Background: an optimization exercise with open tools, aiming at small area. Do not read the settings as production practice.
In this exercise RTL edits were held to simulation tests only and were not proved equivalent to the original.
Power is estimated from default activity; no workload was simulated.

## flow/config.mk

```make
export PLATFORM = sky130hd
export DESIGN_NAME = mips_cpu
export DESIGN_NICKNAME = mips_cpu
export VERILOG_FILES = /design/flow/design.v
export SDC_FILE = /design/flow/constraint.sdc
export NUM_CORES = 4
export LEC_CHECK = 0
export CAP_MARGIN = 20
export CORE_MARGIN = 2
export CORE_UTILIZATION = 50
export CTS_BUF_LIST = sky130_fd_sc_hd__clkbuf_16
export CTS_CLUSTER_DIAMETER = 100
export CTS_CLUSTER_SIZE = 20
export GPL_TIMING_DRIVEN = 0
export PLACE_DENSITY = 0.6
export SETUP_SLACK_MARGIN = 0.15
export SLEW_MARGIN = 20
export SYNTH_HIERARCHICAL = 1
```

## flow/constraint.sdc

```tcl
create_clock -name core_clock -period 6.0 [get_ports {clk}]
set_input_delay 1.2000 -clock core_clock [delete_from_list [all_inputs] [get_ports {clk}]]
set_output_delay 1.2000 -clock core_clock [all_outputs]
set_load 0.01 [all_outputs]
```

## flow/design.v

```verilog
`timescale 1ns/1ps
`default_nettype none
module regfile (
    input  logic        clk,
    input  logic        arst_n_i,
    input  logic [3:0]  rs_hi_i,
    input  logic [7:0]  rs_lo_i,
    input  logic [3:0]  rt_hi_i,
    input  logic [7:0]  rt_lo_i,
    input  logic        wr_en_i,
    input  logic [4:0]  wr_addr_i,
    input  logic [31:0] wr_data_i,
    input  logic        byp_rs_i,
    input  logic        byp_rt_i,
    input  logic [31:0] byp_data_i,
    output logic [31:0] rs_data_o,
    output logic [31:0] rt_data_o
);
    logic [31:0] regs [1:31];
    logic [31:1] valid;
    logic [31:1] we;
    logic [31:1] sel_rs;
    logic [31:1] sel_rt;
    logic [7:0]  rs_lo;
    logic [7:0]  rt_lo;
    assign rs_lo = rs_lo_i & {8{!byp_rs_i}};
    assign rt_lo = rt_lo_i & {8{!byp_rt_i}};
    always_comb begin
        for (int i = 1; i < 32; i++) begin
            we[i]     = wr_en_i && wr_addr_i == i[4:0];
            sel_rs[i] = valid[i] && rs_hi_i[i / 8] && rs_lo[i % 8];
            sel_rt[i] = valid[i] && rt_hi_i[i / 8] && rt_lo[i % 8];
        end
    end
    for (genvar b = 0; b < 32; b++) begin : g_bit
        logic [10:0] grp_rs;
        logic [10:0] grp_rt;
        for (genvar k = 0; k < 10; k++) begin : g_grp
            rf_aoi3 u_rs (
                .s0_i (sel_rs[3*k+1]), .d0_i (regs[3*k+1][b]),
                .s1_i (sel_rs[3*k+2]), .d1_i (regs[3*k+2][b]),
                .s2_i (sel_rs[3*k+3]), .d2_i (regs[3*k+3][b]),
                .y_o  (grp_rs[k])
            );
            rf_aoi3 u_rt (
                .s0_i (sel_rt[3*k+1]), .d0_i (regs[3*k+1][b]),
                .s1_i (sel_rt[3*k+2]), .d1_i (regs[3*k+2][b]),
                .s2_i (sel_rt[3*k+3]), .d2_i (regs[3*k+3][b]),
                .y_o  (grp_rt[k])
            );
        end
        assign grp_rs[10]   = !((sel_rs[31] && regs[31][b]) || (byp_rs_i && byp_data_i[b]));
        assign grp_rt[10]   = !((sel_rt[31] && regs[31][b]) || (byp_rt_i && byp_data_i[b]));
        assign rs_data_o[b] = !(&grp_rs);
        assign rt_data_o[b] = !(&grp_rt);
    end
    always_ff @(posedge clk or negedge arst_n_i) begin
        if (!arst_n_i) begin
            valid <= '0;
        end else begin
            valid <= valid | we;
        end
    end
    always_ff @(posedge clk) begin
        for (int i = 1; i < 32; i++) begin
            if (we[i]) regs[i] <= wr_data_i;
        end
    end
endmodule
module rf_aoi3 (
    input  logic s0_i,
    input  logic d0_i,
    input  logic s1_i,
    input  logic d1_i,
    input  logic s2_i,
    input  logic d2_i,
    output logic y_o
);
    assign y_o = !((s0_i && d0_i) || (s1_i && d1_i) || (s2_i && d2_i));
endmodule
`default_nettype wire
`timescale 1ns/1ps
`default_nettype none
module alu (
    input  logic [3:0]  cls_i,
    input  logic [31:0] rs_i,
    input  logic [31:0] rt_i,
    input  logic [15:0] imm_i,
    output logic [31:0] sum_o,
    output logic [31:0] result_o
);
    logic        is_rtype;
    logic        sub;
    logic        sel_sum;
    logic        sel_g;
    logic        sel_p;
    logic        sel_none;
    logic [31:0] imm_ext;
    logic [31:0] b;
    logic [31:0] p;
    logic [31:0] g;
    logic [31:0] gg;
    logic [31:0] pp;
    logic [31:0] c;
    logic        lt_s;
    logic        lt_u;
    always_comb begin
        is_rtype = 1'b0;
        sub      = 1'b0;
        sel_sum  = 1'b0;
        sel_g    = 1'b0;
        sel_p    = 1'b0;
        sel_none = 1'b0;
        case (cls_i)
            4'h1:       begin is_rtype = 1'b1; sel_sum = 1'b1; end           
            4'h3:       begin is_rtype = 1'b1; sub = 1'b1; sel_sum = 1'b1; end  
            4'h4:       begin is_rtype = 1'b1; sel_g = 1'b1; end             
            4'h5:       begin is_rtype = 1'b1; sel_g = 1'b1; sel_p = 1'b1; end  
            4'h6:       begin is_rtype = 1'b1; sel_p = 1'b1; end             
            4'h7:       begin is_rtype = 1'b1; sel_none = 1'b1; end          
            4'ha, 4'hb: begin is_rtype = 1'b1; sub = 1'b1; end               
            4'hc:       sel_g = 1'b1;                                       
            4'hd:       begin sel_g = 1'b1; sel_p = 1'b1; end                
            4'he:       sel_p = 1'b1;                                       
            4'hf:       ;                                                   
            default:    sel_sum = 1'b1;                                     
        endcase
    end
    assign imm_ext = {{16{imm_i[15] && !cls_i[2]}}, imm_i};
    assign b       = is_rtype ? (rt_i ^ {32{sub}}) : imm_ext;
    assign p       = rs_i ^ b;
    assign g       = rs_i & b;
    always_comb begin
        gg    = g;
        pp    = p;
        gg[0] = g[0] || (p[0] && sub);
        for (int l = 0; l < 5; l++) begin
            for (int i = 0; i < 32; i++) begin
                if (i[l]) begin
                    gg[i] = gg[i] || (pp[i] && gg[((i >> l) << l) - 1]);
                    pp[i] = pp[i] && pp[((i >> l) << l) - 1];
                end
            end
        end
    end
    assign c     = {gg[30:0], sub};
    assign sum_o = p ^ c;
    assign lt_u  = !gg[31];
    assign lt_s  = p[31] ? sum_o[31] : rs_i[31];
    always_comb begin
        for (int i = 0; i < 32; i++) begin
            result_o[i] = (sel_sum && sum_o[i]) || (sel_g && g[i]) || (sel_p && p[i]) ||
                          (sel_none && !p[i] && !g[i]);
        end
        result_o[31:16] = result_o[31:16] | ({16{cls_i == 4'hf}} & imm_i);
        result_o[0]     = result_o[0] || (cls_i == 4'ha && lt_s) || (cls_i == 4'hb && lt_u);
    end
endmodule
`default_nettype wire
`timescale 1ns/1ps
`default_nettype none
module mips_cpu (
    input  logic        clk,
    input  logic        arst_n_i,
    input  logic [31:0] rom_data_i,
    output logic [31:0] rom_addr_o,
    output logic        rom_en_o,
    input  logic [31:0] ram_data_i,
    output logic        ram_en_o,
    output logic        ram_wr_en_o,
    output logic [31:0] ram_addr_o,
    output logic [31:0] ram_data_o
);
    localparam logic [3:0] C_NOP  = 4'h0;
    localparam logic [3:0] C_ADDU = 4'h1;
    localparam logic [3:0] C_SW   = 4'h2;
    localparam logic [3:0] C_SUBU = 4'h3;
    localparam logic [3:0] C_AND  = 4'h4;
    localparam logic [3:0] C_OR   = 4'h5;
    localparam logic [3:0] C_XOR  = 4'h6;
    localparam logic [3:0] C_NOR  = 4'h7;
    localparam logic [3:0] C_LW   = 4'h8;
    localparam logic [3:0] C_ADDI = 4'h9;
    localparam logic [3:0] C_SLT  = 4'ha;
    localparam logic [3:0] C_SLTU = 4'hb;
    localparam logic [3:0] C_ANDI = 4'hc;
    localparam logic [3:0] C_ORI  = 4'hd;
    localparam logic [3:0] C_XORI = 4'he;
    localparam logic [3:0] C_LUI  = 4'hf;
    logic        stall;
    logic        advance;
    logic [31:2] pc_q;
    logic [3:0]  cls;
    assign rom_addr_o = {pc_q, 2'b00};
    assign advance    = rom_en_o && !stall;
    always_comb begin
        cls = C_NOP;
        case (rom_data_i[31:26])
            6'h00: case (rom_data_i[5:0])
                6'h21, 6'h23, 6'h24, 6'h25, 6'h26, 6'h27, 6'h2a, 6'h2b: cls = rom_data_i[3:0];
                default: cls = C_NOP;
            endcase
            6'h09, 6'h0c, 6'h0d, 6'h0e, 6'h0f: cls = rom_data_i[29:26];
            6'h23: cls = C_LW;
            6'h2b: cls = C_SW;
            default: cls = C_NOP;
        endcase
    end
    logic [3:0]  id_cls;
    logic [4:0]  id_rs;
    logic [4:0]  id_rt;
    logic [15:0] id_imm;
    always_ff @(posedge clk or negedge arst_n_i) begin
        if (!arst_n_i) begin
            rom_en_o <= 1'b0;
            pc_q     <= '0;
            id_cls   <= C_NOP;
        end else begin
            rom_en_o <= 1'b1;
            pc_q     <= pc_q + {29'd0, advance};
            if (advance) begin
                id_cls <= cls;
            end
        end
    end
    always_ff @(posedge clk) begin
        if (advance) begin
            id_rs  <= rom_data_i[25:21];
            id_rt  <= rom_data_i[20:16];
            id_imm <= rom_data_i[15:0];
        end
    end
    logic       id_uses_rs;
    logic       id_uses_rt;
    logic [3:0] ex_cls;
    logic [3:0] ex_rs_hi;
    logic [7:0] ex_rs_lo;
    logic [3:0] ex_rt_hi;
    logic [7:0] ex_rt_lo;
    logic [4:0] ex_rt;
    logic [15:0] ex_imm;
    logic        ex_fwd_rs;
    logic        ex_fwd_rt;
    logic        ex_wr_en;
    logic [4:0]  ex_wr_addr;
    always_comb begin
        case (id_cls)
            C_NOP, C_LUI: id_uses_rs = 1'b0;
            default:      id_uses_rs = 1'b1;
        endcase
        case (id_cls)
            C_ADDU, C_SUBU, C_AND, C_OR, C_XOR, C_NOR, C_SLT, C_SLTU, C_SW: id_uses_rt = 1'b1;
            default: id_uses_rt = 1'b0;
        endcase
    end
    assign stall = ex_cls == C_LW && ex_rt != 5'd0 &&
                   ((id_uses_rs && id_rs == ex_rt) || (id_uses_rt && id_rt == ex_rt));
    always_ff @(posedge clk or negedge arst_n_i) begin
        if (!arst_n_i) begin
            ex_cls <= C_NOP;
        end else begin
            ex_cls <= stall ? C_NOP : id_cls;
        end
    end
    assign ex_rt[4] = ex_rt_hi[2] || ex_rt_hi[3];
    assign ex_rt[3] = ex_rt_hi[1] || ex_rt_hi[3];
    assign ex_rt[2] = |ex_rt_lo[7:4];
    assign ex_rt[1] = ex_rt_lo[2] || ex_rt_lo[3] || ex_rt_lo[6] || ex_rt_lo[7];
    assign ex_rt[0] = ex_rt_lo[1] || ex_rt_lo[3] || ex_rt_lo[5] || ex_rt_lo[7];
    always_ff @(posedge clk) begin
        ex_rs_hi  <= 4'b0001 << id_rs[4:3];
        ex_rs_lo  <= 8'b0000_0001 << id_rs[2:0];
        ex_rt_hi  <= 4'b0001 << id_rt[4:3];
        ex_rt_lo  <= 8'b0000_0001 << id_rt[2:0];
        ex_imm    <= id_imm;
        ex_fwd_rs <= ex_wr_en && ex_wr_addr == id_rs;
        ex_fwd_rt <= ex_wr_en && ex_wr_addr == id_rt;
    end
    logic        mem_wr_en;
    logic        mem_is_load;
    logic        mem_is_store;
    logic [4:0]  mem_wr_addr;
    logic [31:0] mem_result;
    logic [31:0] mem_st_data;
    logic [31:0] wb_data;
    logic        is_rtype;
    logic [31:0] rs_val;
    logic [31:0] rt_val;
    logic [31:0] sum;
    logic [31:0] result;
    regfile u_regfile (
        .clk       (clk),
        .arst_n_i  (arst_n_i),
        .rs_hi_i   (ex_rs_hi),
        .rs_lo_i   (ex_rs_lo),
        .rt_hi_i   (ex_rt_hi),
        .rt_lo_i   (ex_rt_lo),
        .wr_en_i   (mem_wr_en),
        .wr_addr_i (mem_wr_addr),
        .wr_data_i (wb_data),
        .byp_rs_i  (ex_fwd_rs),
        .byp_rt_i  (ex_fwd_rt),
        .byp_data_i(wb_data),
        .rs_data_o (rs_val),
        .rt_data_o (rt_val)
    );
    alu u_alu (
        .cls_i    (ex_cls),
        .rs_i     (rs_val),
        .rt_i     (rt_val),
        .imm_i    (ex_imm),
        .sum_o    (sum),
        .result_o (result)
    );
    always_comb begin
        case (ex_cls)
            C_ADDU, C_SUBU, C_AND, C_OR, C_XOR, C_NOR, C_SLT, C_SLTU: is_rtype = 1'b1;
            default: is_rtype = 1'b0;
        endcase
    end
    assign ex_wr_addr = is_rtype ? ex_imm[15:11] : ex_rt;
    assign ex_wr_en   = !(ex_cls == C_NOP || ex_cls == C_SW) && ex_wr_addr != 5'd0;
    always_ff @(posedge clk or negedge arst_n_i) begin
        if (!arst_n_i) begin
            mem_wr_en    <= 1'b0;
            mem_is_load  <= 1'b0;
            mem_is_store <= 1'b0;
        end else begin
            mem_wr_en    <= ex_wr_en;
            mem_is_load  <= ex_cls == C_LW;
            mem_is_store <= ex_cls == C_SW;
        end
    end
    always_ff @(posedge clk) begin
        mem_wr_addr <= ex_wr_addr;
        mem_result  <= result;
        mem_st_data <= rt_val;
    end
    assign wb_data = mem_is_load ? ram_data_i : mem_result;
    assign ram_en_o    = mem_is_load || mem_is_store;
    assign ram_wr_en_o = mem_is_store;
    assign ram_addr_o  = mem_result;
    assign ram_data_o  = mem_st_data;
endmodule
`default_nettype wire
```

## flow/run.sh

```bash
#!/bin/bash
# synth_recipe.tcl (not shown) runs the flow's synth.tcl, then flattens the netlist and writes it again
# the make line also repeats each setting of config.mk as NAME=value (left out here)
make -C /OpenROAD-flow-scripts/flow DESIGN_CONFIG=/design/flow/config.mk WORK_HOME=/design/flow/orfs CLKGATE_MAP_FILE= SYNTH_SCRIPT=/design/flow/synth_recipe.tcl finish
```

==> results of run 1 <==
final cells by class:
| cell class | count | area share, % |
|---|---|---|
| antenna | 4 | 0.0174 |
| buffer | 67 | 0.620 |
| clock buffer | 74 | 3.22 |
| clock inverter | 55 | 0.428 |
| tap | 1276 | 2.77 |
| multi-input combinational | 1725 | 25.2 |
| inverter | 23 | 0.150 |
| sequential | 1202 | 60.2 |
| timing repair buffer | 301 | 7.47 |
layer usage:
layer / vias up / share of wire (%) / GRT usage [%]
met5: - / 0.054 / 0
met4: 14 / 4.9 / 14.9
met3: 547 / 15 / 11.8
met2: 3153 / 44 / 56.9
met1: 18500 / 36 / 49.5
li1: 14600 / - / -
worst max-delay path, delay by kind of cell (launching register included):
family                     cells  cell delay, ps
AOI/OAI and AO/OA             11            3000
buffers and inverters          2             730
muxes                          1             630
adders and majority gates      1             400
DFF                            1             330
and+or+nand+nor                2             260
xor gates and xnor gates       1             230
metrics by stage:
step,setup WS (ps),instance area (µm²),setup TNS [ps]
after global placement,-2040,52100,-29550
after CTS,168,57100,0
after floorplan,1200,48900,0
after detailed placement,-432,54900,-3630
final,245,57600,0
after global routing,153,57500,0
registers in the layout, indices dropped and copies added, names as in the netlist, 16 cells and up:
signal           cells
u_regfile.regs     992
mem_result          32
mem_st_data         32
u_regfile.valid     31
pc_q                30
ex_imm              16
id_imm              16
final timing paths:
path | from | end | slack (ps) | depth (start not counted)
worst max-delay path | mem_is_load$_DFF_PN0_ | mem_result[0]$_DFF_P_ | 250 | 18
worst min-delay path | id_imm[7]$_DFFE_PN_ | ex_imm[7]$_DFF_P_ | 340 | 0
worst max register to register | mem_is_load$_DFF_PN0_ | mem_result[0]$_DFF_P_ | 250 | 18
worst min register to register | id_imm[7]$_DFFE_PN_ | ex_imm[7]$_DFF_P_ | 340 | 0
max in group asynchronous | arst_n_i | u_regfile.valid[15]$_DFF_PN0_ | 4910 | 2
min in group asynchronous | arst_n_i | pc_q[5]$_DFF_PN0_ | 500 | 1
where the power goes:
part           internal [mW]  switching, mW  leakage (nW)
Clock                   2.26           2.73          1.21
Sequential              10.4          0.326          11.1
Combinational           1.10           2.60          6.86
Total                   13.8           5.66          19.1
timing repair:
| item | CTS | global route |
|---|---|---|
| resized for setup | 14 | 63 |
| setup endpoints to repair | 18 | 15 |
| buffers inserted | 1 | 30 |
| cloned | 3 | 2 |
| pin swaps | 5 | 43 |
==> impl_metrics.json, run 1 <==
{
  "row_count": 114,
  "cts_tree": "yes",
  "min_period_ps": 5750,
  "routed_wl_um": 192000,
  "whs_ps": 342,
  "syn_avg_cell_area_um2": 16.2,
  "finish.utilization_pct": 59.4,
  "layout-drive-gt1-share_pct": 12.0,
  "drv_cap": 0,
  "syn_area_um2": 48900,
  "power_density_nw_per_um2": 337,
  "crit_arrival_ps": 6280,
  "drt_iter0_drc": 9890,
  "ys_warn_count": 11,
  "drc_errors": 0,
  "cts.clk_slew.worst_paths_ps": 90,
  "period_share_pct": 95.9,
  "seqCellArea_um2": 34600,
  "die_h_um": 317,
  "cts_root_buf": "clkbuf_16",
  "finalSetupViolations": 0,
  "syn2layout_area_growth_pct": 17.7,
  "layout_commonest_cell": "edfxtp_1",
  "grt_pass1_wl_um": 260000,
  "drtPass1Iterations": 13,
  "vias": 36900,
  "wire_per_inst_um": 40.5,
  "skew_ps": 24.0,
  "die-area_um2": 100000,
  "crit_path_top_delay_cell": "mux2_2",
  "initial_utilization_pct": 50.5,
  "leakage_nw": 19.1,
  "dp_hpwl_um": 128000,
  "cts_buffers": 70,
  "fillers": 7260,
  "crit_type": "flip-flop to flip-flop",
  "clk_path_buf_depth": 3,
  "power_mw": 19.4,
  "clock-sinks": 1202,
  "critPathMaxFanout": 33,
  "ir_drop_mv": 0.359,
  "fmax_mhz": 174,
  "viasPerCell": 7.80,
  "final_antenna_net_count": 0,
  "min-delay-path-class": "flip-flop to flip-flop",
  "worstSetupStartpointType": "flip-flop",
  "placed_cells": 4558,
  "fin_nets": 3498,
  "grt_pass1_vias": 34600,
  "layout_common_cells": "1,018 x edfxtp_1, 644 x a222oi_1, 161 x clkdlybuf4s50_1",
  "worst_pin_slew_ps": 1070,
  "grt_max_degree": 44,
  "core_area_um2": 96900,
  "status": "no timing/DRC/antenna violations",
  "antenna_found_initial": 13,
  "slew_headroom_pct": 29.0,
  "hold_violations": 0,
  "cp-end-kind": "flip-flop",
  "die_x_um": 317,
  "grt_overflow": 0,
  "grt_use_total_pct": 37.2,
  "cts-hold-fix-buffers": 0,
  "ctsHtreeMaxLevel": 3,
  "cpPeakStageDelay_ps": 630,
  "clk_latency_ps": 690,
  "multi_input_area_um2": 14500,
  "grt_setup_unrepaired": "false",
  "port_buffers": 162,
  "globalplace.congestion": 0.948,
  "critPathRequiredTime_ps": 6530,
  "synthCells": 3011,
  "fin_cells": 4727,
  "path_cells": "clkbuf_2 > buf_4 > mux2_2 > nand2_1 > nand3_1 > a2111o_1 > xnor2_1 > a21oi_1 > ha_1 > a21oi_1 > a21boi_0 > a211oi_2 > a21oi_2 > o21ai_2 > o21ai_2 > o41a_1 > a221o_1 > o211ai_1",
  "drv_slew": 0,
  "ios": 165
}
==> run 2: changes to the inputs <==
==> flow/flow/run.sh (new file) <==
#!/bin/bash
# The standard layout (standard.sh, unchanged synthesis and steps), with
# the input and output port buffers made from the smallest buffer cell
set -o pipefail
bash standard.sh BUFFER_PORTS_ARGS="-buffer_cell sky130_fd_sc_hd__buf_1" finish 2>&1 | tee standard_make.log
==> flow/standard.sh (new file) <==
#!/bin/bash
# synth_recipe.tcl (not shown) runs the flow's synth.tcl, then flattens the netlist and writes it again
# the make line also repeats each setting of config.mk as NAME=value (left out here)
make -C /OpenROAD-flow-scripts/flow DESIGN_CONFIG=/design/flow/config.mk WORK_HOME=/design/flow/orfs CLKGATE_MAP_FILE= SYNTH_SCRIPT=/design/flow/synth_recipe.tcl "${@:-finish}"
--- a/flow/config.mk
+++ b/flow/config.mk
@@ -10,7 +10,7 @@
 export CORE_UTILIZATION = 50
 export CTS_BUF_LIST = sky130_fd_sc_hd__clkbuf_16
 export CTS_CLUSTER_DIAMETER = 100
-export CTS_CLUSTER_SIZE = 20
+export CTS_CLUSTER_SIZE = 25
 export GPL_TIMING_DRIVEN = 0
 export PLACE_DENSITY = 0.6
 export SETUP_SLACK_MARGIN = 0.15
removed: flow/run.sh
==> run 2 against run 1 <==
- still clean on timing, DRC and antenna
- count of clock-buffer cells in the layout is 18 lower
- global-route usage decreased by 1.6 points
- hold slack got worse by 7.7 ps
- cell area down 2.8%
- wire length is 4.5% lower
- critical endpoint is now mem_result[28]$_DFF_P_
- highest routed layer unchanged
==> impl_metrics.json, run 2 <==
{
  "worst_pin_slew_ps": 1210,
  "min-delay-path-class": "flip-flop to flip-flop",
  "slew_headroom_pct": 19.5,
  "ir_drop_mv": 0.384,
  "switching_share_pct": 29.6,
  "syn_avg_cell_area_um2": 16.2,
  "largest_register_ffs": 992,
  "layout_commonest_cell": "edfxtp_1",
  "place_ws_ps": -422,
  "placed_cells": 4560,
  "period_share_pct": 95.6,
  "grt_pass1_wl_um": 250000,
  "wire_per_inst_um": 39.1,
  "clk_latency_ps": 710,
  "p_int_mw": 13.0,
  "top_regs": "u_regfile.regs: 992 flops, mem_result: 32 flops, mem_st_data: 32 flops",
  "grt_overflow": 0,
  "cp-end-kind": "flip-flop",
  "grt_use_total_pct": 35.6,
  "clock-sinks": 1202,
  "initial_utilization_pct": 50.5,
  "routed_wl_um": 183000,
  "min_period_ps": 5740,
  "skew_ps": 41.7,
  "ys_warn_count": 11,
  "power_mw": 18.4,
  "critPathMaxFanout": 14,
  "grt_max_degree": 34,
  "cts_tree": "yes",
  "fmax_mhz": 174,
  "finish.utilization_pct": 57.7,
  "die_h_um": 317,
  "finalSetupViolations": 0,
  "leakage_nw": 18.4,
  "drt_iter0_drc": 9124,
  "drv_slew": 0,
  "critPathLaunch": "ex_fwd_rs$_DFF_P_",
  "crit_type": "flip-flop to flip-flop",
  "combPwrFrac_pct": 18.3,
  "reg2regPathDepth": 20,
  "power_density_nw_per_um2": 330,
  "fillers": 7471,
  "final_antenna_net_count": 0,
  "hold_violations": 0,
  "cts_root_buf": "clkbuf_16",
  "regMostFlops": "u_regfile.regs",
  "dp_hpwl_um": 126000,
  "drtPass1Iterations": 13,
  "clk_path_buf_depth": 3,
  "drc_errors": 0,
  "row_count": 114,
  "p_sw_mw": 5.46,
  "reg2reg_to": "mem_result[28]$_DFF_P_",
  "finalSetupTns_ps": 0,
  "antenna_found_initial": 12,
  "cpPeakStageDelay_ps": 500,
  "ctsHtreeMaxLevel": 2,
  "ios": 165,
  "whs_ps": 335,
  "placed_area_um2": 54000,
  "status": "no timing/DRC/antenna violations",
  "globalplace.congestion": 1.06,
  "die-area_um2": 100000,
  "die_x_um": 317,
  "fin_nets": 3468,
  "fin_cells": 4684,
  "cts.clk_slew.worst_paths_ps": 100,
  "viasPerCell": 7.75,
  "clkPwrFrac_pct": 23.7,
  "worstSetupStartpointType": "flip-flop",
  "reg2reg_from": "ex_fwd_rs$_DFF_P_",
  "seqPwrFrac_pct": 58.0,
  "layout-drive-gt1-share_pct": 11.1,
  "crit_end": "mem_result[28]$_DFF_P_",
  "vias": 36300,
  "core_area_um2": 96900,
  "path_cells": "buf_4 > nor2b_1 > and3_2 > a222oi_1 > nand4_1 > a2111o_1 > inv_1 > fa_1 > inv_1 > fa_2 > a211oi_4 > nor3_2 > o2111ai_2 > a21oi_2 > o21ai_2 > buf_4 > nand2b_1 > a31o_2 > o211a_1 > o21ai_0",
  "port_buffers": 162,
  "cts-hold-fix-buffers": 0,
  "syn_area_um2": 48900,
  "synthCells": 3011,
  "regToRegSetupSlack_ps": 260,
  "design_area_um2": 55900,
  "crit_path_top_delay_cell": "a2111o_1",
  "syn2layout_area_growth_pct": 14.4,
  "drv_cap": 0,
  "layout_common_cells": "1,018 x edfxtp_1, 644 x a222oi_1, 164 x buf_1",
  "setup_ws_ps": 264,
  "grt_pass1_vias": 34500,
  "cts_buffers": 55,
  "grt_setup_unrepaired": "false",
  "crit_arrival_ps": 6280,
  "critPathRequiredTime_ps": 6550
}
## run 2: cell types whose count changed in the layout (fill, tap and decap cells not counted), moves of 5 or more
cell | previous run | this run
buf_1 | 3 | 164
clkdlybuf4s50_1 | 161 | 0
and3_4 | 50 | 22
and3_2 | 17 | 41
clkbuf_16 | 74 | 56
buf_4 | 35 | 21
inv_1 | 73 | 66
buf_12 | 54 | 59
## run 2: worst min-delay path by stage
stage / start / end / slack [ps] / cells past startpoint
after floorplan: id_imm[0]$_DFFE_PN_ / ex_imm[0]$_DFF_P_ / 320 / 0
after global placement: id_imm[15]$_DFFE_PN_ / ex_imm[15]$_DFF_P_ / 330 / 0
after detailed placement: id_imm[15]$_DFFE_PN_ / ex_imm[15]$_DFF_P_ / 330 / 0
after CTS: id_imm[15]$_DFFE_PN_ / ex_imm[15]$_DFF_P_ / 340 / 0
after global routing: id_imm[15]$_DFFE_PN_ / ex_imm[15]$_DFF_P_ / 340 / 0
final: id_imm[15]$_DFFE_PN_ / ex_imm[15]$_DFF_P_ / 330 / 0
## run 2: worst max-delay path, delay by kind of cell, from the launching register on
family / cells / cell delay [ps]
adders and majority gates: 2 / 610
DFF: 1 / 330
and+or+nand+nor: 5 / 1280
AOI/OAI and AO/OA: 9 / 2810
buffers and inverters: 4 / 540
## run 2: final cells by class
class,instances,area [µm²],area share (%)
flip-flops and latches,1202,34600,61.9
repair buffers,290,3300,5.91
clock inverters,48,238,0.425
diodes,1,2.50,0.00448
plain buffers,67,358,0.640
well taps,1276,1600,2.86
inverters,23,86.3,0.154
multi-input cells,1721,14300,25.6
clock buffers,56,1400,2.51
## run 2: power groups by stage
stage / Sequential [mW] / Clock, mW / Combinational, mW
5_1_grt: 10.7 / 4.68 / 3.53
2_1_floorplan: 10.8 / 0 / 1.63
6_report: 10.7 / 4.36 / 3.38
3_5_place_dp: 10.9 / 0 / 3.20
4_1_cts: 10.7 / 4.40 / 3.21
3_3_place_gp: 10.8 / 0 / 2.99
## run 2: routing by layer
layer / global-route usage (%) / up-vias / wire, µm
met5: 0 / - / 34
met4: 16.2 / 6 / 9160
met3: 9.57 / 529 / 25600
met2: 55.7 / 3024 / 83400
met1: 46.6 / 18200 / 64900
li1: - / 14600 / -
## run 2: what timing repair did
item                                    CTS  global route
pin swaps                                 7            24
gates cloned                              1             0
buffers inserted                          4            14
endpoints found under the setup margin   18            15
resized for setup                        18            32
==> run 3: changes to the inputs <==
--- a/flow/config.mk
+++ b/flow/config.mk
@@ -5,7 +5,7 @@
 export SDC_FILE = /design/flow/constraint.sdc
 export NUM_CORES = 4
 export LEC_CHECK = 0
-export CAP_MARGIN = 20
+export CAP_MARGIN = 5
 export CORE_MARGIN = 2
 export CORE_UTILIZATION = 50
 export CTS_BUF_LIST = sky130_fd_sc_hd__clkbuf_16
@@ -14,5 +14,5 @@
 export GPL_TIMING_DRIVEN = 0
 export PLACE_DENSITY = 0.6
 export SETUP_SLACK_MARGIN = 0.15
-export SLEW_MARGIN = 20
+export SLEW_MARGIN = 5
 export SYNTH_HIERARCHICAL = 1
==> run 3 against run 2 <==
- via count fell by 0.43%
- first-iteration DRC count shrank 0.55%
- clock skew is 5.1 ps lower
- setup slack worse by 60 ps
- fmax shrank 1.0%
- count of clock-buffer cells in the layout decreased by 1
- sequential power is essentially flat
- cell count shrank 0.38%
- flip-flop and latch count unchanged
- cell area fell by 0.99%
- critical path type unchanged
- critical endpoint is now mem_result[0]$_DFF_P_
==> impl_metrics.json, run 3 <==
{
  "seqPwrFrac_pct": 58.3,
  "ys_warn_count": 11,
  "critPathMaxFanout": 33,
  "drv_cap": 0,
  "layout_common_cells": "1,018 x edfxtp_1, 644 x a222oi_1, 164 x buf_1",
  "largest_register_ffs": 992,
  "regMostFlops": "u_regfile.regs",
  "place_ws_ps": -563,
  "cp-end-kind": "flip-flop",
  "combPwrFrac_pct": 18.4,
  "dp_hpwl_um": 120000,
  "grt_setup_unrepaired": "false",
  "reg2regPathDepth": 19,
  "die_x_um": 317,
  "worstHoldStart": "id_imm[5]$_DFFE_PN_",
  "row_count": 114,
  "drc_errors": 0,
  "switching_share_pct": 29.5,
  "syn2layout_area_growth_pct": 13.3,
  "worstSetupStartpointType": "flip-flop",
  "hold_path_end": "ex_imm[5]$_DFF_P_",
  "port_buffers": 162,
  "finish.utilization_pct": 57.2,
  "layout_commonest_cell": "edfxtp_1",
  "routed_wl_um": 183000,
  "final_antenna_net_count": 0,
  "die-area_um2": 100000,
  "grt_pass1_vias": 34200,
  "clkPwrFrac_pct": 23.2,
  "globalplace.congestion": 1.06,
  "crit_arrival_ps": 6320,
  "grt_use_total_pct": 35.1,
  "drtPass1Iterations": 13,
  "slew_headroom_pct": 18.3,
  "cts_root_buf": "clkbuf_16",
  "layout-drive-gt1-share_pct": 10.6,
  "period_share_pct": 96.6,
  "reg2reg_from": "mem_is_load$_DFF_PN0_",
  "syn_area_um2": 48900,
  "min-delay-path-class": "flip-flop to flip-flop",
  "clk_path_buf_depth": 3,
  "skew_ps": 36.7,
  "p_int_mw": 12.9,
  "power_density_nw_per_um2": 331,
  "core_area_um2": 96900,
  "finalSetupTns_ps": 0,
  "fillers": 7523,
  "whs_ps": 347,
  "status": "no timing/DRC/antenna violations",
  "grt_pass1_wl_um": 247000,
  "top_regs": "u_regfile.regs: 992 flops, mem_result: 32 flops, mem_st_data: 32 flops",
  "antenna_found_initial": 16,
  "cts_tree": "yes",
  "cts.clk_slew.worst_paths_ps": 100,
  "gr-usage-met3_pct": 10.0,
  "grt_max_degree": 34,
  "vias": 36100,
  "ios": 165,
  "hold_violations": 0,
  "regToRegSetupSlack_ps": 200,
  "grt_overflow": 0,
  "syn_avg_cell_area_um2": 16.2,
  "drv_slew": 0,
  "clk_latency_ps": 690,
  "finalSetupViolations": 0,
  "viasPerCell": 7.74,
  "critPathRequiredTime_ps": 6530,
  "leakage_nw": 18.2,
  "drt_iter0_drc": 9074,
  "crit_type": "flip-flop to flip-flop",
  "reg2reg_to": "mem_result[0]$_DFF_P_",
  "use_met1_pct": 46.3,
  "hold_depth": 0,
  "min_period_ps": 5800,
  "p_sw_mw": 5.40,
  "power_mw": 18.3,
  "die_h_um": 317,
  "top_usage_layer": "met2",
  "cts_buffers": 54,
  "worst_pin_slew_ps": 1210,
  "ctsHtreeMaxLevel": 2,
  "fmax_mhz": 173,
  "clock-sinks": 1202,
  "synthCells": 3011,
  "grtUsageMet2_pct": 54.6,
  "ir_drop_mv": 0.455,
  "initial_utilization_pct": 50.5,
  "setup_ws_ps": 204,
  "wire_per_inst_um": 39.2,
  "fin_nets": 3450
}
## run 3: changes by cell type in the layout (fill, tap and decap cells not counted), sizes merged
cell    delta
buf       -23
clkbuf     +6
diode      +2
inv        -2
and3       -1
## run 3: cell type report
| type | instances | area [µm²] | area share, % |
|---|---|---|---|
| multi-input cells | 1720 | 14300 | 25.9 |
| plain buffers | 67 | 349 | 0.631 |
| diodes | 3 | 7.51 | 0.0136 |
| repair buffers | 274 | 2800 | 5.06 |
| well taps | 1276 | 1600 | 2.88 |
| inverters | 23 | 86.3 | 0.156 |
| flip-flops and latches | 1202 | 34600 | 62.5 |
| clock buffers | 55 | 1380 | 2.49 |
| clock inverters | 46 | 195 | 0.353 |
## run 3: what timing repair did
action                                  in CTS  in global routing
endpoints found under the setup margin      18                 12
buffers inserted                             1                 16
hold buffers                                 0                  0
gates cloned                                 0                  7
resized for setup                           24                 37
pin swaps                                    5                 31
## run 3: worst max-delay path, stage by stage (launching register included)
cell	delay, ps
dfrtp_1	330
clkbuf_2	280
clkbuf_4	380
mux2_2	680
nand2_1	170
nand3_1	160
a2111o_1	490
xnor2_1	150
a21oi_1	190
ha_1	260
buf_6	140
a21oi_2	190
o21ai_0	220
a211oi_2	410
a21oi_2	130
o21ai_2	220
o21ai_2	100
o41a_1	450
a221o_1	380
o211ai_1	260
## run 3: metal layers
metal	up-vias	part of all wire (%)
li1	14500	-
met1	18100	35
met2	3067	45
met3	478	15
met4	14	4.6
met5	-	0.042
## run 3: through the flow
step	cells	area, µm²
detailed placement	4538	53300
floorplan	3012	48900
global placement	4450	51100
global route	4663	55400
CTS	4640	54900
finish	4666	55400
## run 3: power by group through the flow
stage	registers, mW	logic (mW)	clock network, mW
floorplan	10.8	1.63	0
global placement	10.8	2.99	0
detailed placement	10.9	3.19	0
CTS	10.7	3.20	4.28
global route	10.7	3.52	4.57
finish	10.7	3.37	4.26
## run 3: how the worst max path moves through the flow
stage | from | end | slack [ps] | cells after the start
3_5_place_dp | mem_is_load$_DFF_PN0_ | mem_result[17]$_DFF_P_ | -560 | 14
5_1_grt | mem_is_load$_DFF_PN0_ | mem_result[0]$_DFF_P_ | 140 | 18
3_3_place_gp | ex_fwd_rt$_DFF_P_ | mem_result[17]$_DFF_P_ | -1540 | 18
6_report | mem_is_load$_DFF_PN0_ | mem_result[0]$_DFF_P_ | 200 | 19
2_1_floorplan | ram_data_i[0] | mem_result[31]$_DFF_P_ | 1200 | 19
4_1_cts | ex_fwd_rt$_DFF_P_ | mem_result[0]$_DFF_P_ | 180 | 22
==> run 4: changes to the inputs <==
--- a/flow/design.v
+++ b/flow/design.v
@@ -18,39 +18,37 @@
 );
     logic [31:0] regs [1:31];
     logic [31:1] valid;
-    logic [31:1] we;
-    logic [31:1] sel_rs;
-    logic [31:1] sel_rt;
+    logic [31:1] we_half [2];
+    logic [31:1] sel_rs [2];
+    logic [31:1] sel_rt [2];
     logic [7:0]  rs_lo;
     logic [7:0]  rt_lo;
     assign rs_lo = rs_lo_i & {8{!byp_rs_i}};
     assign rt_lo = rt_lo_i & {8{!byp_rt_i}};
-    always_comb begin
-        for (int i = 1; i < 32; i++) begin
-            we[i]     = wr_en_i && wr_addr_i == i[4:0];
-            sel_rs[i] = valid[i] && rs_hi_i[i / 8] && rs_lo[i % 8];
-            sel_rt[i] = valid[i] && rt_hi_i[i / 8] && rt_lo[i % 8];
-        end
+    for (genvar h = 0; h < 2; h++) begin : g_half
+        rf_we u_we (.wr_en_i (wr_en_i), .wr_addr_i (wr_addr_i), .we_o (we_half[h]));
+        rf_sel u_sel_rs (.valid_i (valid), .hi_i (rs_hi_i), .lo_i (rs_lo), .sel_o (sel_rs[h]));
+        rf_sel u_sel_rt (.valid_i (valid), .hi_i (rt_hi_i), .lo_i (rt_lo), .sel_o (sel_rt[h]));
     end
     for (genvar b = 0; b < 32; b++) begin : g_bit
         logic [10:0] grp_rs;
         logic [10:0] grp_rt;
         for (genvar k = 0; k < 10; k++) begin : g_grp
             rf_aoi3 u_rs (
-                .s0_i (sel_rs[3*k+1]), .d0_i (regs[3*k+1][b]),
-                .s1_i (sel_rs[3*k+2]), .d1_i (regs[3*k+2][b]),
-                .s2_i (sel_rs[3*k+3]), .d2_i (regs[3*k+3][b]),
+                .s0_i (sel_rs[b/16][3*k+1]), .d0_i (regs[3*k+1][b]),
+                .s1_i (sel_rs[b/16][3*k+2]), .d1_i (regs[3*k+2][b]),
+                .s2_i (sel_rs[b/16][3*k+3]), .d2_i (regs[3*k+3][b]),
                 .y_o  (grp_rs[k])
             );
             rf_aoi3 u_rt (
-                .s0_i (sel_rt[3*k+1]), .d0_i (regs[3*k+1][b]),
-                .s1_i (sel_rt[3*k+2]), .d1_i (regs[3*k+2][b]),
-                .s2_i (sel_rt[3*k+3]), .d2_i (regs[3*k+3][b]),
+                .s0_i (sel_rt[b/16][3*k+1]), .d0_i (regs[3*k+1][b]),
+                .s1_i (sel_rt[b/16][3*k+2]), .d1_i (regs[3*k+2][b]),
+                .s2_i (sel_rt[b/16][3*k+3]), .d2_i (regs[3*k+3][b]),
                 .y_o  (grp_rt[k])
             );
         end
-        assign grp_rs[10]   = !((sel_rs[31] && regs[31][b]) || (byp_rs_i && byp_data_i[b]));
-        assign grp_rt[10]   = !((sel_rt[31] && regs[31][b]) || (byp_rt_i && byp_data_i[b]));
+        assign grp_rs[10]   = !((sel_rs[b/16][31] && regs[31][b]) || (byp_rs_i && byp_data_i[b]));
+        assign grp_rt[10]   = !((sel_rt[b/16][31] && regs[31][b]) || (byp_rt_i && byp_data_i[b]));
         assign rs_data_o[b] = !(&grp_rs);
         assign rt_data_o[b] = !(&grp_rt);
     end
@@ -58,12 +56,37 @@
         if (!arst_n_i) begin
             valid <= '0;
         end else begin
-            valid <= valid | we;
+            valid <= valid | we_half[0];
         end
     end
     always_ff @(posedge clk) begin
         for (int i = 1; i < 32; i++) begin
-            if (we[i]) regs[i] <= wr_data_i;
+            for (int b = 0; b < 32; b++) begin
+                if (we_half[b / 16][i]) regs[i][b] <= wr_data_i[b];
+            end
+        end
+    end
+endmodule
+module rf_sel (
+    input  logic [31:1] valid_i,
+    input  logic [3:0]  hi_i,
+    input  logic [7:0]  lo_i,
+    output logic [31:1] sel_o
+);
+    always_comb begin
+        for (int i = 1; i < 32; i++) begin
+            sel_o[i] = valid_i[i] && hi_i[i / 8] && lo_i[i % 8];
+        end
+    end
+endmodule
+module rf_we (
+    input  logic        wr_en_i,
+    input  logic [4:0]  wr_addr_i,
+    output logic [31:1] we_o
+);
+    always_comb begin
+        for (int i = 1; i < 32; i++) begin
+            we_o[i] = wr_en_i && wr_addr_i == i[4:0];
         end
     end
 endmodule
==> run 4 against run 3 <==
- synthesized area up 1.9%
- clock power barely moved
- core utilization is 1.5 points lower
- largest power group unchanged
==> impl_metrics.json, run 4 <==
{
  "status": "no timing/DRC/antenna violations",
  "crit_family": "simple AND/OR/NAND/NOR gates",
  "hold_violations": 0,
  "critPathMaxFanout": 16,
  "viasPerCell": 7.56,
  "clk_path_buf_depth": 3,
  "num_antenna_cells": 0,
  "crit_type": "flip-flop to flip-flop",
  "die-area_um2": 102000,
  "min_period_ps": 5880,
  "wire_per_inst_um": 36.0,
  "largest_register_ffs": 992,
  "layout_common_cells": "1,018 x edfxtp_1, 649 x a222oi_1, 177 x nand4_1",
  "synthCells": 3165,
  "regMostFlops": "u_regfile.regs",
  "die_h_um": 320,
  "drc_errors": 0,
  "worstHoldStart": "id_imm[15]$_DFFE_PN_",
  "cp-end-kind": "flip-flop",
  "crit_path_top_delay_cell": "nor2b_1",
  "cts_root_buf": "clkbuf_16",
  "clock-sinks": 1202,
  "layout_commonest_cell": "edfxtp_1",
  "path_cells": "buf_2 > nor2b_1 > and3_4 > a222oi_1 > nand4_1 > nor2_2 > nand4_1 > inv_1 > fa_1 > inv_1 > fa_1 > a211oi_1 > o211ai_1 > nand4_1 > buf_4 > and2_2 > fa_1 > inv_1 > a22oi_1 > o311ai_0",
  "row_count": 115,
  "syn_avg_cell_area_um2": 15.7,
  "cts_tree": "yes",
  "cpPeakStageDelay_ps": 940,
  "skew_ps": 24.2,
  "critPathBufInv": 5,
  "vias": 36100,
  "slew_headroom_pct": 19.3,
  "top_regs": "u_regfile.regs: 992 flops, mem_result: 32 flops, mem_st_data: 32 flops",
  "syn_area_um2": 49800,
  "clk_latency_ps": 700,
  "setup_ws_ps": 121,
  "final_antenna_net_count": 0,
  "ys_warn_count": 16,
  "grt_max_degree": 35,
  "initial_utilization_pct": 50.5,
  "syn2layout_area_growth_pct": 10.2,
  "period_share_pct": 98.0,
  "min-delay-path-class": "flip-flop to flip-flop",
  "routed_wl_um": 172000,
  "worst_pin_slew_ps": 1210,
  "cts_buffers": 54,
  "grt_pass1_vias": 34700,
  "layout-drive-gt1-share_pct": 11.5,
  "drv_slew": 0,
  "grt_overflow": 0,
  "antenna_found_initial": 1,
  "finalSetupViolations": 0,
  "fmax_mhz": 170,
  "ios": 165,
  "grt_use_total_pct": 32.6,
  "globalplace.congestion": 0.922,
  "worstSetupStartpointType": "flip-flop",
  "die_x_um": 320,
  "cts.clk_slew.worst_paths_ps": 100,
  "drt_iter0_drc": 8355,
  "ir_drop_mv": 0.323,
  "grt_setup_unrepaired": "false",
  "fin_nets": 3552,
  "crit_arrival_ps": 6400,
  "critPathRequiredTime_ps": 6520,
  "finalSetupTns_ps": 0,
  "leakage_nw": 18.0,
  "dp_hpwl_um": 118000,
  "critPathLaunch": "ex_fwd_rs$_DFF_P_",
  "drv_cap": 0,
  "place_ws_ps": -880,
  "core_area_um2": 98600,
  "ctsHtreeMaxLevel": 2,
  "port_buffers": 162,
  "grt_pass1_wl_um": 242000,
  "drtPass1Iterations": 12,
  "reg2reg_from": "ex_fwd_rs$_DFF_P_",
  "power_density_nw_per_um2": 333
}
==> run 4: changes by cell type in the layout (fill, tap and decap cells not counted), sizes merged, moves of 25 or more <==
cell    before  now
nand4      142  177
nor2        80  177
a2111o      64    0
a22oi       11   50
nand3       85   19
buf        284  250
and3        71  133
a221oi      13   38
==> run 4: power by group <==
part	total [mW]	switching [mW]	internal (mW)	leakage, nW
Combinational	3.22	2.44	0.786	6.02
Clock	4.28	2.57	1.71	0.923
Sequential	10.8	0.372	10.4	11.1
==> run 4: worst paths after layout <==
check                      slack [ps]  cells after the start                       endpoint
min                               330                      0             ex_imm[15]$_DFF_P_
min reg2reg                       330                      0             ex_imm[15]$_DFF_P_
min in group asynchronous         400                      1          id_cls[0]$_DFFE_PN0N_
max in group asynchronous        5080                      2  u_regfile.valid[10]$_DFF_PN0_
max                               120                     20         mem_result[16]$_DFF_P_
max reg2reg                       120                     20         mem_result[16]$_DFF_P_
==> run 4: repair_timing <==
item                       CTS  global route
gates resized for setup     42            43
setup endpoints to repair   25            21
buffers inserted             1             0
cloned                       0             0
pin swaps                    1             4
hold buffers                 0             0
==> run 4: metal layers <==
layer | vias up | GRT usage (%) | routed length [µm]
met5 | - | 0 | 0
li1 | 14900 | - | -
met2 | 2540 | 52.2 | 80400
met4 | 0 | 15.5 | 9150
met3 | 367 | 5.46 | 18400
met1 | 18300 | 43.7 | 64200
==> run 4: layout make-up <==
type,count,area (µm²)
fillers,7809,43700
inverters,25,93.8
repair buffers,222,1550
flip-flops and latches,1202,34600
clock inverters,45,181
multi-input cells,1866,15000
clock buffers,56,1400
plain buffers,73,404
well taps,1287,1610
==> run 4: through the flow <==
step | cells | instance area (µm²) | util, % | power, mW | hold WS, ps
detailed placement | 4674 | 53100 | 53.9 | 14.1 | 328
global route | 4776 | 54900 | 55.7 | 18.8 | 356
CTS | 4776 | 54800 | 55.6 | 18.3 | 344
floorplan | 3166 | 49800 | - | 12.6 | 323
global placement | 4615 | 52000 | 52.8 | 14.0 | 330
finish | 4776 | 54900 | 55.7 | 18.3 | 334
==> run 5: changes to the inputs <==
==> flow/flow/run.sh (replaced) <==
#!/bin/bash
# The standard layout (standard.sh, unchanged synthesis and steps), with
# the input and output port buffers made from the smallest buffer cell, and
# non-critical gates downsized after global routing (power recovery)
set -o pipefail
bash standard.sh BUFFER_PORTS_ARGS="-buffer_cell sky130_fd_sc_hd__buf_1" RECOVER_POWER=100 finish 2>&1 | tee standard_make.log
==> run 5 against run 4 <==
- via count is 0.32% higher
- cell area is 1.8% lower
- total power is 0.26% lower
- global-route usage is the same
- highest routed layer unchanged
- flip-flop and latch count is the same
- clock skew is 6.4 ps lower
- first-iteration DRC count shrank 0.13%
- largest cell class unchanged
- die area did not move
- now fails the layout checks on max-capacitance violations, max-slew violations
==> impl_metrics.json, run 5 <==
{
  "status": "failed layout checks",
  "so_faults": "max-capacitance violations, max-slew violations",
  "power_mw": 18.2,
  "critPathBufInv": 4,
  "drv_slew": 196,
  "syn2layout_area_growth_pct": 8.23,
  "fmax_mhz": 170,
  "ios": 165,
  "hold_path_end": "ex_imm[15]$_DFF_P_",
  "num_antenna_cells": 0,
  "worstHoldStart": "id_imm[15]$_DFFE_PN_",
  "finalSetupTns_ps": 0,
  "critPathRequiredTime_ps": 6620,
  "grt_max_degree": 35,
  "syn_area_um2": 49800,
  "path_cells": "buf_2 > nor2b_1 > and3_4 > a222oi_1 > nand4_1 > nor2_2 > nand4_1 > inv_1 > fa_1 > inv_1 > fa_1 > a211oi_1 > o211ai_1 > nand4_1 > buf_4 > a21oi_1 > o21bai_2 > a311oi_2 > a211oi_1 > o21ai_1",
  "period_share_pct": 98.1,
  "regMostFlops": "u_regfile.regs",
  "crit_family": "simple AND/OR/NAND/NOR gates",
  "grt_pass1_wl_um": 242000,
  "wire_per_inst_um": 36.0,
  "final_antenna_net_count": 0,
  "drv_cap": 10,
  "skew_ps": 17.8,
  "die_x_um": 320,
  "vias": 36200,
  "ys_warn_count": 16,
  "cts.clk_slew.worst_paths_ps": 100,
  "hold_violations": 0,
  "layout_commonest_cell": "edfxtp_1",
  "cp-end-kind": "flip-flop",
  "grt_setup_unrepaired": "false",
  "leakage_nw": 17.6,
  "largest_register_ffs": 992,
  "cts-hold-fix-buffers": 0,
  "grt_overflow": 0,
  "cts_tree": "yes",
  "viasPerCell": 7.58,
  "ctsHtreeMaxLevel": 2,
  "antenna_found_initial": 1,
  "grt_use_total_pct": 32.6,
  "cpMostUsedCell": "nand4_1",
  "die-area_um2": 102000,
  "clk_path_buf_depth": 3,
  "fin_cells": 4776,
  "hold_depth": 0,
  "routed_wl_um": 172000,
  "synthCells": 3165,
  "finish.utilization_pct": 54.7,
  "ir_drop_mv": 0.316,
  "cts_buffers": 54,
  "critPathMaxFanout": 16,
  "drtPass1Iterations": 13,
  "syn_avg_cell_area_um2": 15.7,
  "finalSetupViolations": 0,
  "initial_utilization_pct": 50.5,
  "top_regs": "u_regfile.regs: 992 flops, mem_result: 32 flops, mem_st_data: 32 flops",
  "cts_root_buf": "clkbuf_16",
  "cpPeakStageDelay_ps": 890,
  "min-delay-path-class": "flip-flop to flip-flop",
  "clk_latency_ps": 700,
  "min_period_ps": 5880,
  "placed_cells": 4674,
  "crit_type": "flip-flop to flip-flop",
  "reg2reg_to": "mem_result[22]$_DFF_P_",
  "drt_iter0_drc": 8344,
  "port_buffers": 162,
  "layout-drive-gt1-share_pct": 6.68,
  "slew_headroom_pct": -37.2,
  "power_density_nw_per_um2": 338,
  "crit_path_top_delay_cell": "nor2b_1",
  "layout_common_cells": "1,018 x edfxtp_1, 649 x a222oi_1, 177 x nand4_1",
  "regToRegSetupSlack_ps": 120,
  "worst_pin_slew_ps": 2060,
  "grt_pass1_vias": 34700,
  "row_count": 115,
  "clock-sinks": 1202,
  "reg2reg_from": "ex_fwd_rs$_DFF_P_",
  "cp.depth": 20,
  "die_h_um": 320,
  "drc_errors": 0,
  "dp_hpwl_um": 118000,
  "core_area_um2": 98600,
  "worstSetupStartpointType": "flip-flop",
  "crit_arrival_ps": 6510,
  "reg2regPathDepth": 20,
  "fin_nets": 3552,
  "globalplace.congestion": 0.922
}
-- run 5: layout make-up --
type | count | area (µm²)
inverter | 25 | 93.8
clock inverter | 45 | 181
multi-input combinational | 1866 | 14700
sequential | 1202 | 34600
fill | 7969 | 44700
clock buffer | 56 | 1400
timing repair buffer | 222 | 860
tap | 1287 | 1610
buffer | 73 | 404
-- run 5: report_power, final --
part	switching [mW]	internal (mW)	total, mW	leakage, nW
logic	2.41	0.745	3.16	5.62
clock network	2.57	1.71	4.28	0.923
registers	0.366	10.4	10.8	11.1
-- run 5: how the worst max path moves through the flow --
stage	from	endpoint	slack, ps
detailed placement	ex_fwd_rt$_DFF_P_	mem_result[16]$_DFF_P_	-880
global placement	ex_fwd_rt$_DFF_P_	mem_result[16]$_DFF_P_	-860
finish	ex_fwd_rs$_DFF_P_	mem_result[22]$_DFF_P_	120
global route	mem_is_load$_DFF_PN0_	mem_result[21]$_DFF_P_	50
floorplan	ram_data_i[0]	mem_result[8]$_DFF_P_	1410
CTS	ex_fwd_rs$_DFF_P_	mem_result[16]$_DFF_P_	130
-- run 5: metrics by stage --
step	cell area, µm²	hold slack (ps)	worst slack [ps]
floorplan	49800	323	1410
global placement	52000	330	-859
CTS	54800	344	128
global route	53900	356	54.2
detailed placement	53100	328	-880
finish	53900	347	117
-- run 5: what timing repair did --
item / 4_1_cts / 5_1_grt
pin swaps: 1 / 4
endpoints found under the hold margin: 0 / 0
gates resized for setup: 42 / 43
setup endpoints to repair: 25 / 21
setup buffers: 1 / 0
-- run 5: routing by layer --
metal / track usage, % / share of wire (%) / vias to the layer above
met1: 43.7 / 37 / 18300
met5: 0 / 0 / -
met2: 52.2 / 46 / 2607
li1: - / - / 14900
met4: 15.5 / 5.9 / 0
met3: 5.46 / 11 / 455
==> run 6: changes to the inputs <==
--- a/flow/design.v
+++ b/flow/design.v
@@ -18,17 +18,19 @@
 );
     logic [31:0] regs [1:31];
     logic [31:1] valid;
-    logic [31:1] we_half [2];
+    logic [31:1] we_qtr [4];
+    logic [3:0]  wr_hi_n;
+    logic [7:0]  wr_lo_n;
     logic [31:1] sel_rs [2];
     logic [31:1] sel_rt [2];
-    logic [7:0]  rs_lo;
-    logic [7:0]  rt_lo;
-    assign rs_lo = rs_lo_i & {8{!byp_rs_i}};
-    assign rt_lo = rt_lo_i & {8{!byp_rt_i}};
+    assign wr_hi_n = ~({4{wr_en_i}} & (4'b0001 << wr_addr_i[4:3]));
+    assign wr_lo_n = ~(8'b0000_0001 << wr_addr_i[2:0]);
+    for (genvar q = 0; q < 4; q++) begin : g_qtr
+        rf_dec u_we (.hi_n_i (wr_hi_n), .lo_n_i (wr_lo_n), .sel_o (we_qtr[q]));
+    end
     for (genvar h = 0; h < 2; h++) begin : g_half
-        rf_we u_we (.wr_en_i (wr_en_i), .wr_addr_i (wr_addr_i), .we_o (we_half[h]));
-        rf_sel u_sel_rs (.valid_i (valid), .hi_i (rs_hi_i), .lo_i (rs_lo), .sel_o (sel_rs[h]));
-        rf_sel u_sel_rt (.valid_i (valid), .hi_i (rt_hi_i), .lo_i (rt_lo), .sel_o (sel_rt[h]));
+        rf_sel u_sel_rs (.valid_i (valid), .hi_i (rs_hi_i), .lo_i (rs_lo_i), .sel_o (sel_rs[h]));
+        rf_sel u_sel_rt (.valid_i (valid), .hi_i (rt_hi_i), .lo_i (rt_lo_i), .sel_o (sel_rt[h]));
     end
     for (genvar b = 0; b < 32; b++) begin : g_bit
         logic [10:0] grp_rs;
@@ -47,22 +49,30 @@
                 .y_o  (grp_rt[k])
             );
         end
-        assign grp_rs[10]   = !((sel_rs[b/16][31] && regs[31][b]) || (byp_rs_i && byp_data_i[b]));
-        assign grp_rt[10]   = !((sel_rt[b/16][31] && regs[31][b]) || (byp_rt_i && byp_data_i[b]));
-        assign rs_data_o[b] = !(&grp_rs);
-        assign rt_data_o[b] = !(&grp_rt);
+        rf_aoi2 u_rs_byp (
+            .s0_i (sel_rs[b/16][31]), .d0_i (regs[31][b]),
+            .s1_i (byp_rs_i),         .d1_i (byp_data_i[b]),
+            .y_o  (grp_rs[10])
+        );
+        rf_aoi2 u_rt_byp (
+            .s0_i (sel_rt[b/16][31]), .d0_i (regs[31][b]),
+            .s1_i (byp_rt_i),         .d1_i (byp_data_i[b]),
+            .y_o  (grp_rt[10])
+        );
+        rf_nand11 u_rs_or (.g_i (grp_rs), .y_o (rs_data_o[b]));
+        rf_nand11 u_rt_or (.g_i (grp_rt), .y_o (rt_data_o[b]));
     end
     always_ff @(posedge clk or negedge arst_n_i) begin
         if (!arst_n_i) begin
             valid <= '0;
         end else begin
-            valid <= valid | we_half[0];
+            valid <= valid | we_qtr[0];
         end
     end
     always_ff @(posedge clk) begin
         for (int i = 1; i < 32; i++) begin
             for (int b = 0; b < 32; b++) begin
-                if (we_half[b / 16][i]) regs[i][b] <= wr_data_i[b];
+                if (we_qtr[b / 8][i]) regs[i][b] <= wr_data_i[b];
             end
         end
     end
@@ -79,17 +89,32 @@
         end
     end
 endmodule
-module rf_we (
-    input  logic        wr_en_i,
-    input  logic [4:0]  wr_addr_i,
-    output logic [31:1] we_o
+module rf_dec (
+    input  logic [3:0]  hi_n_i,
+    input  logic [7:0]  lo_n_i,
+    output logic [31:1] sel_o
 );
     always_comb begin
         for (int i = 1; i < 32; i++) begin
-            we_o[i] = wr_en_i && wr_addr_i == i[4:0];
+            sel_o[i] = !(hi_n_i[i / 8] || lo_n_i[i % 8]);
         end
     end
 endmodule
+module rf_aoi2 (
+    input  logic s0_i,
+    input  logic d0_i,
+    input  logic s1_i,
+    input  logic d1_i,
+    output logic y_o
+);
+    assign y_o = !((s0_i && d0_i) || (s1_i && d1_i));
+endmodule
+module rf_nand11 (
+    input  logic [10:0] g_i,
+    output logic        y_o
+);
+    assign y_o = !(&g_i);
+endmodule
 module rf_aoi3 (
     input  logic s0_i,
     input  logic d0_i,
@@ -285,19 +310,19 @@
             ex_cls <= stall ? C_NOP : id_cls;
         end
     end
-    assign ex_rt[4] = ex_rt_hi[2] || ex_rt_hi[3];
-    assign ex_rt[3] = ex_rt_hi[1] || ex_rt_hi[3];
-    assign ex_rt[2] = |ex_rt_lo[7:4];
-    assign ex_rt[1] = ex_rt_lo[2] || ex_rt_lo[3] || ex_rt_lo[6] || ex_rt_lo[7];
-    assign ex_rt[0] = ex_rt_lo[1] || ex_rt_lo[3] || ex_rt_lo[5] || ex_rt_lo[7];
+    logic id_fwd_rs;
+    logic id_fwd_rt;
+    assign id_fwd_rs = ex_wr_en && ex_wr_addr == id_rs;
+    assign id_fwd_rt = ex_wr_en && ex_wr_addr == id_rt;
     always_ff @(posedge clk) begin
-        ex_rs_hi  <= 4'b0001 << id_rs[4:3];
+        ex_rt     <= id_rt;
+        ex_imm    <= id_imm;
+        ex_rs_hi  <= {4{!id_fwd_rs}} & (4'b0001 << id_rs[4:3]);
         ex_rs_lo  <= 8'b0000_0001 << id_rs[2:0];
-        ex_rt_hi  <= 4'b0001 << id_rt[4:3];
+        ex_rt_hi  <= {4{!id_fwd_rt}} & (4'b0001 << id_rt[4:3]);
         ex_rt_lo  <= 8'b0000_0001 << id_rt[2:0];
-        ex_imm    <= id_imm;
-        ex_fwd_rs <= ex_wr_en && ex_wr_addr == id_rs;
-        ex_fwd_rt <= ex_wr_en && ex_wr_addr == id_rt;
+        ex_fwd_rs <= id_fwd_rs;
+        ex_fwd_rt <= id_fwd_rt;
     end
     logic        mem_wr_en;
     logic        mem_is_load;
==> flow/flow/run.sh (replaced) <==
#!/bin/bash
# The standard layout (standard.sh, unchanged synthesis and steps), with
# the input and output port buffers made from the smallest buffer cell
set -o pipefail
bash standard.sh BUFFER_PORTS_ARGS="-buffer_cell sky130_fd_sc_hd__buf_1" finish 2>&1 | tee standard_make.log
--- a/flow/config.mk
+++ b/flow/config.mk
@@ -13,6 +13,6 @@
 export CTS_CLUSTER_SIZE = 25
 export GPL_TIMING_DRIVEN = 0
 export PLACE_DENSITY = 0.6
-export SETUP_SLACK_MARGIN = 0.15
+export SETUP_SLACK_MARGIN = 0.2
 export SLEW_MARGIN = 5
 export SYNTH_HIERARCHICAL = 1
==> run 6 against run 5 <==
- the run now finishes clean
- register-to-register slack better by 98 ps
- combinational power is 3% higher
- cell area increased by 0.21%
- first-iteration DRC count is 11% lower
- setup slack better by 98 ps
- largest cell class unchanged
- die area barely moved
- highest routed layer is now met5
==> impl_metrics.json, run 6 <==
{
  "place_ws_ps": -30.8,
  "hold_violations": 0,
  "finish.utilization_pct": 54.8,
  "row_count": 115,
  "syn_avg_cell_area_um2": 16.0,
  "fin_cells": 4682,
  "ios": 165,
  "reg2reg_from": "ex_rt_lo[1]$_SDFF_PP0_",
  "skew_ps": 23.5,
  "ir_drop_mv": 0.401,
  "drv_slew": 0,
  "ys_warn_count": 16,
  "period_share_pct": 96.4,
  "hold_depth": 0,
  "cts_buffers": 54,
  "viasPerCell": 7.56,
  "worstHoldStart": "id_imm[3]$_DFFE_PN_",
  "combPwrFrac_pct": 17.8,
  "crit_type": "flip-flop to flip-flop",
  "wire_per_inst_um": 35.9,
  "crit_family": "compound AO/OA/AOI/OAI gates",
  "fin_nets": 3459,
  "worst_pin_slew_ps": 1400,
  "drt_iter0_drc": 7415,
  "crit_arrival_ps": 6360,
  "die-area_um2": 102000,
  "clk_path_buf_depth": 3,
  "crit_path_top_delay_cell": "or3_4",
  "seqPwrFrac_pct": 59.2,
  "cts_tree": "yes",
  "placed_cells": 4582,
  "min_period_ps": 5790,
  "routed_wl_um": 168000,
  "layout_common_cells": "1,018 x edfxtp_1, 657 x a222oi_1, 174 x nor2_1",
  "drtPass1Iterations": 9,
  "globalplace.congestion": 0.973,
  "core_area_um2": 98600,
  "dp_hpwl_um": 122000,
  "switching_share_pct": 29.3,
  "cts_setup_buffers": 0,
  "grt_setup_unrepaired": "false",
  "critPathRequiredTime_ps": 6580,
  "die_h_um": 320,
  "p_int_mw": 13.0,
  "grt_overflow": 0,
  "grt_use_total_pct": 31.9,
  "finalSetupViolations": 0,
  "syn2layout_area_growth_pct": 8.38,
  "fmax_mhz": 173,
  "syn_area_um2": 49800,
  "drv_cap": 0,
  "layout_commonest_cell": "edfxtp_1",
  "vias": 35400,
  "synthCells": 3119,
  "drc_errors": 0,
  "largest_register_ffs": 992,
  "critPathBufInv": 2,
  "port_buffers": 162,
  "ctsHtreeMaxLevel": 2,
  "regToRegSetupSlack_ps": 210,
  "clkPwrFrac_pct": 23.0,
  "worstSetupStartpointType": "flip-flop",
  "p_sw_mw": 5.37,
  "grt_pass1_wl_um": 236000,
  "cpPeakStageDelay_ps": 540,
  "slew_headroom_pct": 6.72,
  "final_antenna_net_count": 0,
  "path_cells": "and3_2 > a222oi_1 > nand4_1 > or3_4 > xnor2_1 > a21oi_1 > inv_1 > fa_1 > inv_1 > fa_1 > a21o_1 > nand4_1 > a31oi_2 > a31o_4 > a41oi_4 > o31ai_2 > a21oi_1 > o2111ai_1 > nand2_1",
  "initial_utilization_pct": 50.6,
  "cp-end-kind": "flip-flop",
  "antenna_found_initial": 5,
  "reg2reg_to": "mem_result[0]$_DFF_P_",
  "die_x_um": 320,
  "grt_pass1_vias": 34600,
  "min-delay-path-class": "flip-flop to flip-flop",
  "critPathMaxFanout": 16,
  "clk_latency_ps": 700,
  "top_regs": "u_regfile.regs: 992 flops, mem_result: 32 flops, mem_st_data: 32 flops",
  "finalSetupTns_ps": 0,
  "hold_path_end": "ex_imm[3]$_DFF_P_",
  "fillers": 7869,
  "layout-drive-gt1-share_pct": 8.66,
  "cts_root_buf": "clkbuf_16",
  "clock-sinks": 1207,
  "power_density_nw_per_um2": 340,
  "status": "no timing/DRC/antenna violations",
  "reg2regPathDepth": 19,
  "regMostFlops": "u_regfile.regs",
  "cts-hold-fix-buffers": 0,
  "setup_ws_ps": 215,
  "grt_max_degree": 35,
  "cts.clk_slew.worst_paths_ps": 100,
  "leakage_nw": 17.7
}
run 6: worst register-to-register path, delay by kind of cell (launching register included):
kind                       cells  cell delay, ps
xor gates and xnor gates       1             160
AOI/OAI and AO/OA              9            2650
DFF                            1             530
and+or+nand+nor                5            1570
buffers and inverters          2             170
adders and majority gates      2             590
run 6: routing by layer:
layer | routed length (µm) | vias to the layer above | track usage [%]
li1 | - | 14700 | -
met5 | 28 | - | 0
met3 | 15600 | 430 | 4.77
met2 | 80800 | 2231 | 53.1
met4 | 12200 | 4 | 20.1
met1 | 59300 | 18100 | 39.2
run 6: what timing repair did:
item / in CTS / in global routing
resized for setup: 6 / 42
pin swaps: 0 / 2
endpoints found under the setup margin: 7 / 8
run 6: worst max-delay path by stage:
stage | startpoint | endpoint | cells after the start
after floorplan | ram_data_i[0] | mem_result[16]$_DFF_P_ | 19
after global placement | ram_data_i[0] | mem_result[0]$_DFF_P_ | 20
after detailed placement | ram_data_i[0] | mem_result[16]$_DFF_P_ | 20
after CTS | ex_rt_hi[1]$_DFF_P_ | mem_result[0]$_DFF_P_ | 19
after global routing | ex_rt_lo[1]$_SDFF_PP0_ | mem_result[0]$_DFF_P_ | 19
final | ex_rt_lo[1]$_SDFF_PP0_ | mem_result[0]$_DFF_P_ | 19
run 6: final cells by class:
| cell class | instances | area, µm² | area share (%) |
|---|---|---|---|
| clock inverters | 44 | 184 | 0.340 |
| inverters | 27 | 101 | 0.188 |
| plain buffers | 56 | 340 | 0.630 |
| clock buffers | 55 | 1380 | 2.55 |
| diodes | 1 | 2.50 | 0.00463 |
| multi-input cells | 1830 | 14800 | 27.4 |
| repair buffers | 175 | 896 | 1.66 |
| flip-flops and latches | 1207 | 34700 | 64.3 |
| well taps | 1287 | 1610 | 2.98 |
run 6: power groups by stage:
stage / sequential [mW] / clock (mW) / combinational (mW)
final: 10.9 / 4.23 / 3.27
after global routing: 10.9 / 4.56 / 3.46
after CTS: 10.8 / 4.30 / 3.25
after detailed placement: 11.0 / 0 / 3.24
after global placement: 11.0 / 0 / 3.12
after floorplan: 10.9 / 0 / 1.75
run 6: stage by stage:
step / instance area [µm²] / power, mW / hold slack (ps)
2_1_floorplan: 49800 / 12.7 / 323
3_3_place_gp: 52100 / 14.1 / 329
3_5_place_dp: 52400 / 14.3 / 328
4_1_cts: 53900 / 18.4 / 352
5_1_grt: 54000 / 18.9 / 357
6_report: 54000 / 18.4 / 350

==> separate check: timing with driven ports <==
In the flow no input, the clock included, has a driving cell. The finished layouts below were timed again as built, in two steps. Step 1 assumes that a clkbuf_16 drives the clock port and a buf_2 every other input. Step 2 moves the port delays by t, midway between the first and last clock arrival at a register: inputs arrive t later, outputs are due t later. That takes back most of the time a late clock gives input paths. Three values: ideal ports, drivers, drivers and shift; two values: the first two.
run	t, ns	slack for setup (ns)	clock arrival spread, ns	worst data-port slew with drivers (ns)
run 1	0.746	0.245 / 0.245 / -0.299	0.026 / 0.027	0.05
run 2	0.770	0.264 / 0.264 / 0.008	0.051 / 0.051	0.04
run 3	0.742	0.204 / 0.204 / 0.018	0.037 / 0.037	0.04
run 4	0.762	0.121 / 0.121 / 0.121	0.025 / 0.025	0.04
run 5	0.764	0.117 / 0.117 / -0.173	0.023 / 0.023	0.04
run 6	0.763	0.215 / 0.215 / -0.102	0.024 / 0.024	0.05
For run 1, which loses most, drivers alone change the setup slack by 0.000 ns; drivers and shift together by -0.544 ns.
